Source: an optimization exercise on an open RTL-to-GDS flow (aim: small area and a short achievable clock period). Production flows keep margins and buffers that such runs may drop.

== main ==
// fpcvt_top
module fpcvt_top #(
    parameter int TAG_W = 4
) (
    input  logic                         clk,
    input  logic                         rst,
    input  logic                         f2i_valid,
    output logic                         f2i_ready,
    input  logic [63:0]                  f2i_data,
    input  logic [TAG_W-1:0]             f2i_tag,
    input  logic                         i2f_valid,
    output logic                         i2f_ready,
    input  logic [63:0]                  i2f_data,
    input  logic [TAG_W-1:0]             i2f_tag,
    output logic                         res_valid,
    input  logic                         res_ready,
    output logic [63:0]                  res_data,
    output logic [fpcvt_pkg::FLAG_W-1:0] res_flags,
    output logic [TAG_W-1:0]             res_tag,
    output logic                         res_src
);
    logic                         load0, load1;
    logic [63:0]                  word0, word1;
    logic                         sign0, sticky1;
    logic [fpcvt_pkg::FLAG_W-1:0] flags0;
    logic [TAG_W-1:0]             tag0, tag1;
    fp64_to_int64 #(.TAG_W(TAG_W)) u_f2i (
        .clk     (clk),
        .load    (load0),
        .in_data (f2i_data),
        .in_tag  (f2i_tag),
        .q_word  (word0),
        .q_sign  (sign0),
        .q_flags (flags0),
        .q_tag   (tag0)
    );
    int64_to_fp64 #(.TAG_W(TAG_W)) u_i2f (
        .clk       (clk),
        .load      (load1),
        .in_data   (i2f_data),
        .in_tag    (i2f_tag),
        .q_word    (word1),
        .q_sticky  (sticky1),
        .q_tag     (tag1)
    );
    result_arbiter #(.TAG_W(TAG_W)) u_arb (
        .clk       (clk),
        .rst       (rst),
        .f2i_valid (f2i_valid),
        .f2i_ready (f2i_ready),
  ...
Size: roughly 3,000 cells after synthesis, ~220 I/O pins, about 0.018 mm^2 of cells after synthesis.
==> module fp64_to_int64, before the edit <==
module fp64_to_int64 #(
    parameter int TAG_W = 4
) (
    input  logic                          clk,
    input  logic                          load,
    input  logic [63:0]                   in_data,
    input  logic [TAG_W-1:0]              in_tag,
    output logic [63:0]                   q_word,
    output logic                          q_sign,
    output logic [fpcvt_pkg::FLAG_W-1:0]  q_flags,
    output logic [TAG_W-1:0]              q_tag
);
    logic        s;
    logic [10:0] e;
    logic [51:0] m;
    logic        m_nz;
    logic        is_nan, in_rng, shifted, sat, exact_min, below_one, at_one;
    logic [5:0]  amt;
    logic [64:0] sh [0:6];
    logic [6:0]  st;
    logic        inexact_n;
    logic [63:0] nxt_word;
    logic [fpcvt_pkg::FLAG_W-1:0] nxt_flags;
    assign s = in_data[63];
    assign e = in_data[62:52];
    assign m = in_data[51:0];
    assign m_nz = |m;
    assign is_nan    = (e == 11'h7ff) && m_nz;
    assign in_rng    = e[10] && (e[9:6] == 4'd0);
    assign shifted   = in_rng && (e[5:1] != 5'h1f);
    assign sat       = e[10] && !shifted && !is_nan;
    assign exact_min = (e == 11'd1086) && s && !m_nz;
    assign below_one = !e[10] && (e[9:0] != 10'h3ff);
    assign at_one    = !e[10] && (e[9:0] == 10'h3ff);
    assign amt   = ~e[5:0];
    assign sh[0] = {1'b1, m, 12'd0};
    assign st[0] = 1'b0;
    for (genvar j = 0; j < 6; j++) begin : g_sh
        localparam int D = 1 << j;
        assign sh[j+1] = amt[j] ? {{D{1'b0}}, sh[j][64:D]} : sh[j];
        assign st[j+1] = st[j] | (amt[j] & (|sh[j][D-1:0]));
    end
    assign inexact_n = st[6];
    always_comb begin
        nxt_word = '0;
        if (shifted) nxt_word = sh[6][63:0];
        if (at_one)  nxt_word[0] = 1'b1;
        if (sat)     nxt_word = s ? 64'h8000_0000_0000_0000 : 64'h7fff_ffff_ffff_ffff;
    end
    always_comb begin
        nxt_flags = '0;
        nxt_flags[fpcvt_pkg::FLAG_INVALID]  = is_nan;
        nxt_flags[fpcvt_pkg::FLAG_OVERFLOW] = sat && !exact_min;
        nxt_flags[fpcvt_pkg::FLAG_INEXACT]  = (below_one && ((e != 11'd0) || m_nz))
                                            || (at_one && m_nz)
                                            || (shifted && inexact_n);
    end
    always_ff @(posedge clk) begin
        if (load) begin
            q_word  <= nxt_word;
            q_sign  <= s;
            q_flags <= nxt_flags;
            q_tag   <= in_tag;
        end
    end
endmodule
==> module result_arbiter, before the edit <==
module result_arbiter #(
    parameter int TAG_W = 4
) (
    input  logic                         clk,
    input  logic                         rst,
    input  logic                         f2i_valid,
    output logic                         f2i_ready,
    input  logic                         i2f_valid,
    output logic                         i2f_ready,
    output logic                         load0,
    output logic                         load1,
    input  logic [63:0]                  word0,
    input  logic                         sign0,
    input  logic [fpcvt_pkg::FLAG_W-1:0] flags0,
    input  logic [TAG_W-1:0]             tag0,
    input  logic [63:0]                  word1,
    input  logic                         sticky1,
    input  logic [TAG_W-1:0]             tag1,
    output logic                         res_valid,
    input  logic                         res_ready,
    output logic [63:0]                  res_data,
    output logic [fpcvt_pkg::FLAG_W-1:0] res_flags,
    output logic [TAG_W-1:0]             res_tag,
    output logic                         res_src
);
    logic held0, held1, prio, grant1;
    logic n_held0, n_held1, n_prio;
    logic take0, take1, xfer;
    logic [63:0] below0, below1;
    logic [63:0] r0, r1;
    assign res_valid = held0 | held1;
    assign res_src   = grant1;
    assign take0     = res_ready & !grant1;
    assign take1     = res_ready & grant1;
    assign f2i_ready = !held0 | take0;
    assign i2f_ready = !held1 | take1;
    assign load0     = f2i_valid & f2i_ready;
    assign load1     = i2f_valid & i2f_ready;
    assign xfer      = res_valid & res_ready;
    always_comb begin
        n_held0 = load0 | (held0 & !take0);
        n_held1 = load1 | (held1 & !take1);
        n_prio  = xfer ? !grant1 : prio;
        if (rst) begin
            n_held0 = 1'b0;
            n_held1 = 1'b0;
            n_prio  = 1'b0;
        end
    end
    always_ff @(posedge clk) begin
        held0  <= n_held0;
        held1  <= n_held1;
        prio   <= n_prio;
        grant1 <= n_held1 & (!n_held0 | n_prio);
    end
    function automatic [63:0] below_of;
        input [63:0] v;
        input        st;
        logic [63:0] p;
        p = {v[62:0], st};
        for (int l = 0; l < 6; l++) begin
            for (int i = 0; i < 64; i++) begin
                if ((i >> l) & 1)
                    p[i] = p[i] | p[((i >> l) << l) - 1];
            end
        end
        below_of = p;
    endfunction
    assign below0 = below_of(word0, 1'b0);
    assign below1 = below_of({12'd0, word1[51:0]}, sticky1);
    assign r0 = word0 ^ ({64{sign0}} & below0);
    assign r1 = {word1[63:52], word1[51:0] ^ ({52{word1[63]}} & below1[51:0])};
    assign res_data  = grant1 ? r1 : r0;
    assign res_flags = grant1 ? {2'b00, sticky1} : flags0;
    assign res_tag   = grant1 ? tag1 : tag0;
endmodule
export LEC_CHECK = 0
export ABC_AREA = 1
export CAP_MARGIN = 20
export CORE_MARGIN = 2
export CORE_UTILIZATION = 46
export SETUP_SLACK_MARGIN = 2.7
export SLEW_MARGIN = 20
create_clock -name core_clock -period 7.0 [get_ports {clk}]
standard.sh (not shown) runs the stock make flow with config.mk's settings and CLKGATE_MAP_FILE= SYNTH_SCRIPT=/design/flow/synth_recipe.tcl, a recipe that flattens the netlist after the stock synthesis.
==> flow/flow/run.sh <==
#!/bin/bash
# The standard layout, with the port buffers made as buf_1 cells instead of
# the buffer_ports default (a slow delay cell on this platform).
set -euo pipefail
export BUFFER_PORTS_ARGS="-buffer_cell sky130_fd_sc_hd__buf_1"
bash standard.sh > flow_standard.log 2>&1
#### Input delta (the feature branch over main)
-- flow/design.v --
<<< main, line 29
    logic        inexact_n;
    logic [63:0] nxt_word;
    logic [fpcvt_pkg::FLAG_W-1:0] nxt_flags;
    assign s = in_data[63];
>>> the feature branch, line 29
    logic        inexact_n;
    logic [63:0] nxt_word;
    logic [63:0] dsh;
    logic [fpcvt_pkg::FLAG_W-1:0] nxt_flags;
    assign s = in_data[63];
<<< main, line 45
    assign st[0] = 1'b0;
    for (genvar j = 0; j < 6; j++) begin : g_sh
        localparam int D = 1 << j;
        assign sh[j+1] = amt[j] ? {{D{1'b0}}, sh[j][64:D]} : sh[j];
        assign st[j+1] = st[j] | (amt[j] & (|sh[j][D-1:0]));
    end
    assign inexact_n = st[6];
    always_comb begin
        nxt_word = '0;
        if (shifted) nxt_word = sh[6][63:0];
        if (at_one)  nxt_word[0] = 1'b1;
        if (sat)     nxt_word = s ? 64'h8000_0000_0000_0000 : 64'h7fff_ffff_ffff_ffff;
    end
    always_comb begin
>>> the feature branch, line 46
    assign st[0] = 1'b0;
    for (genvar j = 0; j < 6; j++) begin : g_sh
        localparam int D = 1 << (5 - j);
        assign sh[j+1] = amt[5-j] ? {{D{1'b0}}, sh[j][64:D]} : sh[j];
        assign st[j+1] = st[j] | (amt[5-j] & (|sh[j][D-1:0]));
    end
    assign inexact_n = st[6];
    always_comb begin
        logic [63:0] p;
        p = {sh[6][62:0], 1'b0};
        for (int l = 0; l < 6; l++) begin
            for (int i = 0; i < 64; i++) begin
                if ((i >> l) & 1)
                    p[i] = p[i] | p[((i >> l) << l) - 1];
            end
        end
        dsh = sh[6][63:0] ^ ({64{s}} & ~p);
    end
    always_comb begin
        nxt_word = {64{s}};
        if (shifted) nxt_word = dsh;
        if (at_one)  nxt_word = {63'd0, !s};
        if (sat)     nxt_word = 64'h7fff_ffff_ffff_ffff;
    end
    always_comb begin
<<< main, line 182
    logic n_held0, n_held1, n_prio;
    logic take0, take1, xfer;
    logic [63:0] below0, below1;
    logic [63:0] r0, r1;
    assign res_valid = held0 | held1;
>>> the feature branch, line 194
    logic n_held0, n_held1, n_prio;
    logic take0, take1, xfer;
    logic [63:0] below1;
    logic [63:0] r0, r1;
    assign res_valid = held0 | held1;
<<< main, line 222
        below_of = p;
    endfunction
    assign below0 = below_of(word0, 1'b0);
    assign below1 = below_of({12'd0, word1[51:0]}, sticky1);
    assign r0 = word0 ^ ({64{sign0}} & below0);
    assign r1 = {word1[63:52], word1[51:0] ^ ({52{word1[63]}} & below1[51:0])};
    assign res_data  = grant1 ? r1 : r0;
>>> the feature branch, line 234
        below_of = p;
    endfunction
    assign below1 = below_of({12'd0, word1[51:0]}, sticky1);
    assign r0 = word0 ^ {64{sign0}};
    assign r1 = {word1[63:52], word1[51:0] ^ ({52{word1[63]}} & below1[51:0])};
    assign res_data  = grant1 ? r1 : r0;
[summary]
The met2 global-route usage of the feature branch is higher than that of main.
Compared with main, the feature branch shows total detailed-routing wirelength higher by about 8%.
On number of placement rows: between the feature branch and main, it ends up lower for main.
The feature branch leaves less setup margin than main.
Compared with main, in the feature branch share of the clock period used by the worst path now larger; register-to-register slack picked up an extra 0.10 ns.
Setup skew after layout (lower): main
For the pin count of the biggest net entering global routing, the feature branch came in 20 higher than main did.
Between the feature branch and main, it is the feature branch whose global-route usage over all layers is lower, by 0.87 points.
When the final numbers for the feature branch and main were put side by side, the fmax turned out to be greater in main.
Measured against main, the amount of wire on met3 after detailed routing of the feature branch comes out at 0.815 times the reference value.
Placed cell count (main / the feature branch): 0.912
No run of this note included a check of the RTL's function; only the layout flow was run.

-- static timing again, ports no longer ideal --
The flow's constraints put no driver on any port. The routed layouts listed below were extracted and timed again, unchanged, in two steps. Step 1: set_driving_cell puts a clkbuf_16 on clk and a buf_2 on each other input, an assumption about the parent block. Step 2 moves the port delays by t, midway between the first and last clock arrival at a register: inputs arrive t later, outputs are due t later. That takes back most of the time a late clock gives input paths. a / b / c = no drivers / after step 1 / after step 2; a / b = the first two.
run	shift t [ns]	slack for setup (ns)	worst setup path at the end	worst slew at a driven data input, ns
main	0.478	2.619 / 2.568 / 2.291	input to register	0.05
the feature branch	0.499	2.472 / 2.421 / 2.298	input to register	0.06
After both steps setup and hold are still met in every run listed. For main, which loses most, drivers alone change the setup slack by -0.051 ns; drivers and shift together by -0.328 ns.
